This design comes from an exercise in tuning for small area and a short achievable clock period on the open sky130 flow, not from production work.
Where RTL was checked, it was by simulation tests only, not by an equivalence proof against the original.
Power and IR drop assume default switching activity.

==> flow/design.v (excerpt) <==
module sb_top (
    input  logic        clk,
    input  logic        rst,
    input  logic        inst_valid,
    input  logic [31:0] inst,
    input  logic [3:0]  fu_done,      
    output logic        issue_ok,
    output logic [18:0] read,
    output logic [8:0]  wb
);
Size in the first run: roughly 600 cells after synthesis, ~120 flip-flops, ~68 I/O pins, ~0.0064 mm2 of cells after synthesis.
export LEC_CHECK = 0
export CAP_MARGIN = 20
export CORE_MARGIN = 2
export CORE_UTILIZATION = 40
export SETUP_SLACK_MARGIN = 2.2
export SLEW_MARGIN = 20
create_clock -name core_clock -period 5.5 [get_ports {clk}]
standard.sh (not shown) runs the stock make flow with config.mk's settings and CLKGATE_MAP_FILE= SYNTH_SCRIPT=/design/flow/synth_recipe.tcl, a recipe that flattens the netlist after the stock synthesis.
==> flow/flow/run.sh <==
#!/bin/bash
set -euo pipefail
P=sky130_fd_sc_hd__
DU=""
for c in probe_p_8 probec_p_8 lpflow_bleeder_1 \
         lpflow_clkbufkapwr_1 lpflow_clkbufkapwr_16 lpflow_clkbufkapwr_2 lpflow_clkbufkapwr_4 lpflow_clkbufkapwr_8 \
         lpflow_clkinvkapwr_1 lpflow_clkinvkapwr_16 lpflow_clkinvkapwr_2 lpflow_clkinvkapwr_4 lpflow_clkinvkapwr_8 \
         lpflow_decapkapwr_12 lpflow_decapkapwr_3 lpflow_decapkapwr_4 lpflow_decapkapwr_6 lpflow_decapkapwr_8 \
         lpflow_inputiso0n_1 lpflow_inputiso0p_1 lpflow_inputiso1n_1 lpflow_inputiso1p_1 lpflow_inputisolatch_1 \
         lpflow_isobufsrc_1 lpflow_isobufsrc_16 lpflow_isobufsrc_2 lpflow_isobufsrc_4 lpflow_isobufsrc_8 \
         lpflow_isobufsrckapwr_16 lpflow_lsbuf_lh_hl_isowell_tap_1 lpflow_lsbuf_lh_hl_isowell_tap_2 \
         lpflow_lsbuf_lh_hl_isowell_tap_4 lpflow_lsbuf_lh_isowell_4 lpflow_lsbuf_lh_isowell_tap_1 \
         lpflow_lsbuf_lh_isowell_tap_2 lpflow_lsbuf_lh_isowell_tap_4 \
         or3_1 or3_2 or3_4 or3b_1 or3b_2 or3b_4 or4_1 or4_2 or4_4 or4b_1 or4b_2 or4b_4 \
         or4bb_1 or4bb_2 or4bb_4 o41a_1 o41a_2 o41a_4 o41ai_1 o41ai_2 o41ai_4 \
         a2111o_1 a2111o_2 a2111o_4 a2111oi_0 a2111oi_1 a2111oi_2 a2111oi_4 \
         o2111a_1 o2111a_2 o2111a_4 o2111ai_1 o2111ai_2 o2111ai_4 a41o_1 a41o_2 a41o_4 \
         nor4_1 nor4_2 nor4_4 nor4b_1 nor4b_2 nor4b_4 nor4bb_1 nor4bb_2 nor4bb_4 a222oi_1; do
  DU="$DU $P$c"
done
DU="${DU# }"
BP="-buffer_cell ${P}buf_2"
CTS="-sink_clustering_enable -repair_clock_nets -tree_buf ${P}clkbuf_8 -buf_list {${P}clkbuf_8} -root_buf ${P}clkbuf_16 -sink_clustering_buffer ${P}clkbuf_8"
bash standard.sh DONT_USE_CELLS="$DU" BUFFER_PORTS_ARGS="$BP" CTS_ARGS="$CTS" finish > standard.log 2>&1
The first run went through all stages and came out clean.
Rerun with:
- SETUP_SLACK_MARGIN: 2.2 -> 2.1
Outcome: The new run finished clean. Non-clock buffer count drops by 14. Sequential share of layout area climbs by 0.54 points. Power stays flat. Global-route usage climbs by 0.72 points. Sequential power barely changes. Clock skew climbs by 0.0098 ns. Via count drops slightly. Worst hold slack loses 0.015 ns. Cell area drops slightly. Flip-flop and latch count does not change.
Rerun with:
- SETUP_SLACK_MARGIN: 2.1 -> 2.0
Outcome: Sequential cell count does not change. Register-to-register slack gets better by 0.12 ns. Fmax drops by 2.7%. Synthesized cell count does not change. Total power drops by 1.3%.
Rerun with:
--- a/flow/flow/run.sh
+++ b/flow/flow/run.sh
@@ -18 +18,3 @@
-         nor4_1 nor4_2 nor4_4 nor4b_1 nor4b_2 nor4b_4 nor4bb_1 nor4bb_2 nor4bb_4 a222oi_1; do
+         nor4_1 nor4_2 nor4_4 nor4b_1 nor4b_2 nor4b_4 nor4bb_1 nor4bb_2 nor4bb_4 a222oi_1 \
+         a311o_1 a311o_2 a311o_4 a311oi_1 a311oi_2 a311oi_4 o311a_1 o311a_2 o311a_4 \
+         o311ai_0 o311ai_1 o311ai_2 o311ai_4 and4b_1 and4b_2 and4b_4 and4bb_1 and4bb_2 and4bb_4; do
=>
- The new run produced a clean layout
- fmax fell by 0.55%
- power came out higher by 9.1%
- setup slack loses 0.019 ns
Function was not checked in any run of this note: the RTL went through the layout flow alone.

---

lagoon:
sb_top, a different RTL version from the one above (not shown whole).
Size in the first run: about 830 cells after synthesis, ~120 flip-flops, about 68 I/O pins, roughly 6900 um2 of cells after synthesis.
Settings: LEC_CHECK=0, ABC_AREA=1, CAP_MARGIN=20, CORE_MARGIN=2, CORE_UTILIZATION=40, SETUP_SLACK_MARGIN=2.0, SLEW_MARGIN=20; clock period 5.5 ns.
run.sh (not shown) runs the stock make flow with config.mk's settings and CLKGATE_MAP_FILE= SYNTH_SCRIPT=/design/flow/synth_recipe.tcl, a recipe that flattens the netlist after the stock synthesis.
Stock flow here: none of the scripts above is used.
Changes in onyx relative to lagoon:
- putting CTS_CLUSTER_DIAMETER at 100 where nothing was set
- putting CTS_CLUSTER_SIZE at 40 where nothing was set
- clearing ABC_AREA, which used to be 1
- putting CTS_BUF_LIST at sky130_fd_sc_hd__clkbuf_4 sky130_fd_sc_hd__clkbuf_8 where nothing was set
- swapping 40 for 60 in CORE_UTILIZATION
--- outcome ---
- On area of the die, the higher figure sits with lagoon, not onyx.
- onyx vs. lagoon: number of non-clock inverters in the layout went down by 95, first-iteration DRC count now larger.
- onyx ended up with a higher sequential group power than lagoon did.
- onyx ended up with sky130_fd_sc_hd__nand4_1 as its cell at the slowest stage of the critical path; lagoon ended up with sky130_fd_sc_hd__buf_4.
- Looking at highest routed metal layer, the met5 result is from onyx; the met4 one comes from lagoon.
- From lagoon to onyx the numbers moved as follows: share of the cycle needed by the critical path after routing now sits higher, initial antenna violation count went up 1.
- From lagoon to onyx the numbers moved as follows: fraction of layout instances using a drive strength above 1 has increased, design area has increased, layout buffering overhead excluding clock cells has increased.
- Both conditions hold for onyx: the flow ran to the end and the final layout passed the timing, design-rule and antenna checks.
Edits applied to the flow inputs when going from onyx to amber:
- CTS_BUF_LIST: sky130_fd_sc_hd__clkbuf_4 sky130_fd_sc_hd__clkbuf_8 -> unset
- CORE_UTILIZATION: 60 -> 40
- CTS_CLUSTER_SIZE: 40 -> unset
- CTS_CLUSTER_DIAMETER: 100 -> unset
- SETUP_SLACK_MARGIN: 2.0 -> 2.5
==> results.txt <==
Relative to onyx, post-route standard cell area excluding fillers has increased by 6.0% in amber.
Per the comparison of amber with onyx, share of the cycle needed by the critical path after routing lower, flip-flop and latch area held steady.
Of the two values seen for worst setup path startpoint, inst[5] was produced by onyx and busy_q[3] by amber.
Input-level comparison between juniper and amber:
- changing SETUP_SLACK_MARGIN from 2.5 to 2.0
## What came out
- The final layouts of amber and juniper pass the timing, design-rule and antenna checks.
- Compared to amber, juniper shows a wider setup margin.
- In juniper the routed via count divided by cell count turned out about 3% lower than in amber.
- Comparing routed wire length for amber and juniper, the bigger number came from amber.
- The standard cells in juniper occupy less silicon area than those in amber do.
- As of juniper, top achievable clock speed had risen slightly compared to amber.
- The total power reported for juniper is smaller than that of amber by 7.8%.
The following lists how pepper was set up differently from juniper:
- swapping 2.0 for 3.0 in SETUP_SLACK_MARGIN
Notes after the runs:
- Between juniper and pepper, the number of buffers and inverters on the critical path is higher for juniper.
- Against juniper, the final cell area of pepper is higher.
- When the final numbers for juniper and pepper were put side by side, the met1 routed wirelength after detailed routing turned out to be smaller in juniper.
- Compared pepper vs juniper, and transition at the pin with the smallest max-transition slack is down in pepper.
- juniper has a lower area of placed instances than pepper.
- Against juniper, pepper comes in 46 higher on number of nets in the finished design.
- Count of buffers not belonging to the clock network in the layout for pepper is higher than for juniper.
Changes in tundra relative to pepper:
- SETUP_SLACK_MARGIN: 3.0 -> 1.0
Findings:
Per the comparison of tundra with pepper, detailed-route vias per instance -0.058, total power lost about 17%. Compared to pepper, tundra has worst setup slack 0.66 ns lower. [compare] base=pepper new=tundra: number of global-route vias before repair fell 14%, global-route usage now smaller, routed metal-1 wirelength has decreased, number of enable flip-flop cells after synthesis about even. tundra against pepper: total of cells resized after clock tree synthesis lost 311, peak ir drop on the vdd network moved down, relative area change from synthesis to final layout has decreased.
Function was not checked in any run of this note: the RTL went through the layout flow alone.

---

== run A ==
sb_top, a different RTL version from the one above (not shown whole).
Size: ~590 cells after synthesis, ~110 flip-flops, roughly 68 I/O pins.
==> flow/config.mk <==
export PLATFORM = sky130hd
export DESIGN_NAME = sb_top
export DESIGN_NICKNAME = sb_top
export VERILOG_FILES = /design/flow/design.v
export SDC_FILE = /design/flow/constraint.sdc
export NUM_CORES = 4
export LEC_CHECK = 0
export CAP_MARGIN = 20
export CORE_MARGIN = 2
export CORE_UTILIZATION = 40
export GPL_ROUTABILITY_DRIVEN = 0
export SETUP_SLACK_MARGIN = 2.0
export SLEW_MARGIN = 20
==> flow/constraint.sdc <==
create_clock -name core_clock -period 5.5 [get_ports {clk}]
set_input_delay 1.1000 -clock core_clock [delete_from_list [all_inputs] [get_ports {clk}]]
set_output_delay 1.1000 -clock core_clock [all_outputs]
set_load 0.01 [all_outputs]
standard.sh (not shown) runs the stock make flow with config.mk's settings and CLKGATE_MAP_FILE= SYNTH_SCRIPT=/design/flow/synth_recipe.tcl, a recipe that flattens the netlist after the stock synthesis.
==> flow/flow/run.sh <==
#!/bin/bash
set -euo pipefail
P=sky130_fd_sc_hd__
DU=""
for c in probe_p_8 probec_p_8 lpflow_bleeder_1 \
         lpflow_clkbufkapwr_1 lpflow_clkbufkapwr_16 lpflow_clkbufkapwr_2 lpflow_clkbufkapwr_4 lpflow_clkbufkapwr_8 \
         lpflow_clkinvkapwr_1 lpflow_clkinvkapwr_16 lpflow_clkinvkapwr_2 lpflow_clkinvkapwr_4 lpflow_clkinvkapwr_8 \
         lpflow_decapkapwr_12 lpflow_decapkapwr_3 lpflow_decapkapwr_4 lpflow_decapkapwr_6 lpflow_decapkapwr_8 \
         lpflow_inputiso0n_1 lpflow_inputiso0p_1 lpflow_inputiso1n_1 lpflow_inputiso1p_1 lpflow_inputisolatch_1 \
         lpflow_isobufsrc_1 lpflow_isobufsrc_16 lpflow_isobufsrc_2 lpflow_isobufsrc_4 lpflow_isobufsrc_8 \
         lpflow_isobufsrckapwr_16 lpflow_lsbuf_lh_hl_isowell_tap_1 lpflow_lsbuf_lh_hl_isowell_tap_2 \
         lpflow_lsbuf_lh_hl_isowell_tap_4 lpflow_lsbuf_lh_isowell_4 lpflow_lsbuf_lh_isowell_tap_1 \
         lpflow_lsbuf_lh_isowell_tap_2 lpflow_lsbuf_lh_isowell_tap_4 \
         or3_1 or3_2 or3_4 or3b_1 or3b_2 or3b_4 or4_1 or4_2 or4_4 or4b_1 or4b_2 or4b_4 \
         or4bb_1 or4bb_2 or4bb_4 o41a_1 o41a_2 o41a_4 o41ai_1 o41ai_2 o41ai_4 \
         a2111o_1 a2111o_2 a2111o_4 a2111oi_0 a2111oi_1 a2111oi_2 a2111oi_4 \
         o2111a_1 o2111a_2 o2111a_4 o2111ai_1 o2111ai_2 o2111ai_4 a41o_1 a41o_2 a41o_4 \
         nor4_1 nor4_2 nor4_4 nor4b_1 nor4b_2 nor4b_4 nor4bb_1 nor4bb_2 nor4bb_4 a222oi_1; do
  DU="$DU $P$c"
done
DU="${DU# }"
BP="-buffer_cell ${P}buf_2"
CTS="-sink_clustering_enable -repair_clock_nets -tree_buf ${P}clkbuf_8 -buf_list {${P}clkbuf_8} -root_buf ${P}clkbuf_16 -sink_clustering_buffer ${P}clkbuf_8"
bash standard.sh DONT_USE_CELLS="$DU" BUFFER_PORTS_ARGS="$BP" CTS_ARGS="$CTS" finish > standard.log 2>&1
Relative to run A, the following input files were edited for run B:
- GPL_ROUTABILITY_DRIVEN: 0 -> unset
-- flow/flow/run.sh --
<<< run A, line 15
         or4bb_1 or4bb_2 or4bb_4 o41a_1 o41a_2 o41a_4 o41ai_1 o41ai_2 o41ai_4 \
         a2111o_1 a2111o_2 a2111o_4 a2111oi_0 a2111oi_1 a2111oi_2 a2111oi_4 \
         o2111a_1 o2111a_2 o2111a_4 o2111ai_1 o2111ai_2 o2111ai_4 a41o_1 a41o_2 a41o_4 \
         nor4_1 nor4_2 nor4_4 nor4b_1 nor4b_2 nor4b_4 nor4bb_1 nor4bb_2 nor4bb_4 a222oi_1; do
  DU="$DU $P$c"
done
DU="${DU# }"
BP="-buffer_cell ${P}buf_2"
CTS="-sink_clustering_enable -repair_clock_nets -tree_buf ${P}clkbuf_8 -buf_list {${P}clkbuf_8} -root_buf ${P}clkbuf_16 -sink_clustering_buffer ${P}clkbuf_8"
bash standard.sh DONT_USE_CELLS="$DU" BUFFER_PORTS_ARGS="$BP" CTS_ARGS="$CTS" finish > standard.log 2>&1
>>> run B, line 15
         or4bb_1 or4bb_2 or4bb_4 o41a_1 o41a_2 o41a_4 o41ai_1 o41ai_2 o41ai_4 \
         a2111o_1 a2111o_2 a2111o_4 a2111oi_0 a2111oi_1 a2111oi_2 a2111oi_4 \
         o2111a_1 o2111a_2 o2111a_4 o2111ai_1 o2111ai_2 o2111ai_4 a41o_1 a41o_2 a41o_4; do
  DU="$DU $P$c"
done
DU="${DU# }"
BP="-buffer_cell ${P}buf_2"
CTS="-sink_clustering_enable -repair_clock_nets -tree_buf ${P}clkbuf_4 -buf_list {${P}clkbuf_4} -root_buf ${P}clkbuf_8 -sink_clustering_buffer ${P}clkbuf_4"
bash standard.sh DONT_USE_CELLS="$DU" BUFFER_PORTS_ARGS="$BP" CTS_ARGS="$CTS" finish > standard.log 2>&1
## What came out
- The estimated power of run B ends up lower than the estimate for run A.
- Comparing final area for run B and run A, the bigger number came from run A.
- Looking at cell count, run B sits 22 lower than run A does.
- Run A → run B: average via count per standard cell grew by about 5%; routed wire length neither gained nor lost much; clock tree buffer count of the final layout went up 1; power attributed to combinational cells fell 12%.
- Lower power share of the sequential group goes to run A over run B.
- Run B vs. run A: wire length of the first global-routing pass went up by 0.85%.
- Between run B and run A, utilization is higher for run A, run B comes in under that.
- Register-to-register slack in run B vs run A: down 0.04 ns
Inputs modified between run B and run C:
- PLACE_DENSITY newly set to 0.75
- CORE_UTILIZATION changed from 40 to 60
- Looking at the reports, run C completed the entire flow and the layout it produced met the timing, design-rule and antenna checks.
- For synthesized net count, run B and run C come out practically identical.
- Changes observed in run C relative to run B: first-pass GRT wire length lost about 2%; final period demand of the worst path picked up an extra 0.037 ns; total routed wirelength lost 360 um; non-clock buffer count picked up an extra 9.5%; fraction of standard cell area in multi-input logic neither gained nor lost much.
Input changes introduced in run D (baseline for comparison: run C):
- a change of CORE_UTILIZATION from 60 to 40
- a deleted PLACE_DENSITY that had been 0.75
- a change of SETUP_SLACK_MARGIN from 2.0 to 2.2
--- outcome ---
The final layout from run D, which completed every stage, passed the timing, design-rule and antenna checks at the end of the flow.
Final area is higher on run D
Between run C and run D, setup slack is higher for run C, run D comes in under that.
Number of core rows is lower on run C
Largest stage delay on the critical path was lower in run D than in run C.
In the tables for run C and run D, buffer count excluding the clock tree in the final layout reads lower with run C.
In run D the power consumed by the clock network turned out about 3% lower than in run C.
Re cell count of the worst hold path: no difference whatsoever between run D and run C.
Lower final cell count among run C and run D: run C
Taking run C as the reference, in run D endpoint arrival time on the critical path grew by 0.02 ns, share of cell area taken by multi-input logic gates shrank by 1.0 points.
--- input diff run D..run E ---
- swapping 2.2 for 2.1 in SETUP_SLACK_MARGIN
-- flow/flow/run.sh --
<<< run D, line 15
         or4bb_1 or4bb_2 or4bb_4 o41a_1 o41a_2 o41a_4 o41ai_1 o41ai_2 o41ai_4 \
         a2111o_1 a2111o_2 a2111o_4 a2111oi_0 a2111oi_1 a2111oi_2 a2111oi_4 \
         o2111a_1 o2111a_2 o2111a_4 o2111ai_1 o2111ai_2 o2111ai_4 a41o_1 a41o_2 a41o_4; do
  DU="$DU $P$c"
done
DU="${DU# }"
BP="-buffer_cell ${P}buf_2"
CTS="-sink_clustering_enable -repair_clock_nets -tree_buf ${P}clkbuf_4 -buf_list {${P}clkbuf_4} -root_buf ${P}clkbuf_8 -sink_clustering_buffer ${P}clkbuf_4"
bash standard.sh DONT_USE_CELLS="$DU" BUFFER_PORTS_ARGS="$BP" CTS_ARGS="$CTS" finish > standard.log 2>&1
>>> run E, line 15
         or4bb_1 or4bb_2 or4bb_4 o41a_1 o41a_2 o41a_4 o41ai_1 o41ai_2 o41ai_4 \
         a2111o_1 a2111o_2 a2111o_4 a2111oi_0 a2111oi_1 a2111oi_2 a2111oi_4 \
         o2111a_1 o2111a_2 o2111a_4 o2111ai_1 o2111ai_2 o2111ai_4 a41o_1 a41o_2 a41o_4 \
         nor4_1 nor4_2 nor4_4 nor4b_1 nor4b_2 nor4b_4 nor4bb_1 nor4bb_2 nor4bb_4 a222oi_1 \
         a311o_1 a311o_2 a311o_4 a311oi_1 a311oi_2 a311oi_4 o311a_1 o311a_2 o311a_4 \
         o311ai_0 o311ai_1 o311ai_2 o311ai_4 and4b_1 and4b_2 and4b_4 and4bb_1 and4bb_2 and4bb_4; do
  DU="$DU $P$c"
done
DU="${DU# }"
BP="-buffer_cell ${P}buf_2"
CTS="-sink_clustering_enable -repair_clock_nets -tree_buf ${P}clkbuf_8 -buf_list {${P}clkbuf_8} -root_buf ${P}clkbuf_16 -sink_clustering_buffer ${P}clkbuf_8"
bash standard.sh DONT_USE_CELLS="$DU" BUFFER_PORTS_ARGS="$BP" CTS_ARGS="$CTS" finish > standard.log 2>&1
[summary]
Taking run D over run E, the met2 wirelength from detailed routing ratio works out to 1.07. The higher instance count on the critical path of run D and run E is in run D. Higher power density of the placed cells was reported by run E, not run D. [compare] base=run D new=run E: combinational power share shrank by 0.6 points, via count shrank by about 8%, pre-CTS setup slack grew by 0.22 ns, growth of design area from synthesis to finish shrank by 7.4 points. Looking at first-iteration DRC count across run D and run E, the one that comes out higher is run D. Compared run E against run D; register area within noise. Utilization on run E is down relative to run D.
What run F does differently from run E at the input level:
- SETUP_SLACK_MARGIN changed from 2.1 to 2.0
==> flow/flow/run.sh <==
#!/bin/bash
# The standard layout (standard.sh, unchanged synthesis and steps), except that
# the port buffers are plain buffers (buf_2) instead of the delay cells that
# buffer_ports picks by default; the resizer still sizes them as timing needs.
set -euo pipefail
export BUFFER_PORTS_ARGS="-buffer_cell sky130_fd_sc_hd__buf_2"
bash standard.sh BUFFER_PORTS_ARGS="$BUFFER_PORTS_ARGS" finish > standard.log 2>&1
## What came out
- compound AO/OA/AOI/OAI gates as the main combinational cell family by area after synthesis was reported by run E, and simple AND/OR/NAND/NOR gates by run F.
- [compare] base=run E new=run F: power climbed 5.7%; number of instances resized during post-cts repair shows a reduction of 9; maximum single-stage delay on the critical path rose by 0.20 ns; post-synth net total decreased about 4%; utilization now larger.
- Sequential power: run E vs run F — no meaningful difference
- Run F against run E: detailed-route wire length higher; final non-filler cell area rose by 33 um2.

## port drivers added, routing unchanged
The results above use ideal ports. As a check the final layouts listed here were re-extracted and re-timed, cells and wires unchanged. Step 1 assumes that a clkbuf_16 drives the clock port and a buf_2 every other input. Step 2 adds t to the input delays and takes it off the output delays; t is the mean of the earliest and latest rising clock arrival at the registers after step 1. Input paths then give back, and output paths get back, about the clock's delay inside the block. Slacks: ideal / step 1 / step 2; pairs: ideal / step 1.
run	t, ns	setup slack, ns	clock arrival spread, ns	slew at the worst register clock pin (ns)
the first run of note 1	0.413	2.149 / 2.087 / 2.087	0.013 / 0.013	0.07 / 0.07
the second run of note 1	0.410	2.139 / 2.078 / 2.078	0.023 / 0.023	0.08 / 0.08
the third run of note 1	0.406	2.046 / 2.005 / 2.020	0.017 / 0.017	0.08 / 0.08
the fourth run of note 1	0.419	2.027 / 1.952 / 1.952	0.013 / 0.013	0.08 / 0.08
lagoon	0.460	1.810 / 1.788 / 1.788	0.008 / 0.008	0.06 / 0.06
onyx	0.489	1.704 / 1.665 / 1.665	0.011 / 0.011	0.08 / 0.08
amber	0.468	1.769 / 1.728 / 1.761	0.010 / 0.010	0.06 / 0.06
juniper	0.469	1.815 / 1.778 / 1.779	0.014 / 0.014	0.06 / 0.06
pepper	0.462	1.866 / 1.824 / 1.832	0.014 / 0.014	0.06 / 0.06
tundra	0.465	1.211 / 1.168 / 1.215	0.012 / 0.012	0.06 / 0.06
run A	0.403	1.947 / 1.911 / 1.911	0.010 / 0.009	0.07 / 0.07
run B	0.423	1.937 / 1.896 / 1.896	0.017 / 0.017	0.11 / 0.11
run C	0.419	1.900 / 1.847 / 1.493	0.012 / 0.012	0.12 / 0.12
run D	0.436	1.879 / 1.841 / 1.547	0.015 / 0.015	0.12 / 0.12
run E	0.397	1.993 / 1.972 / 1.972	0.012 / 0.013	0.08 / 0.08
run F	0.400	1.611 / 1.580 / 1.580	0.009 / 0.009	0.07 / 0.07
After both steps every run listed still meets setup and hold. The setup slack of run C, which loses most, moves by -0.053 ns with the drivers and by -0.407 ns with both steps.
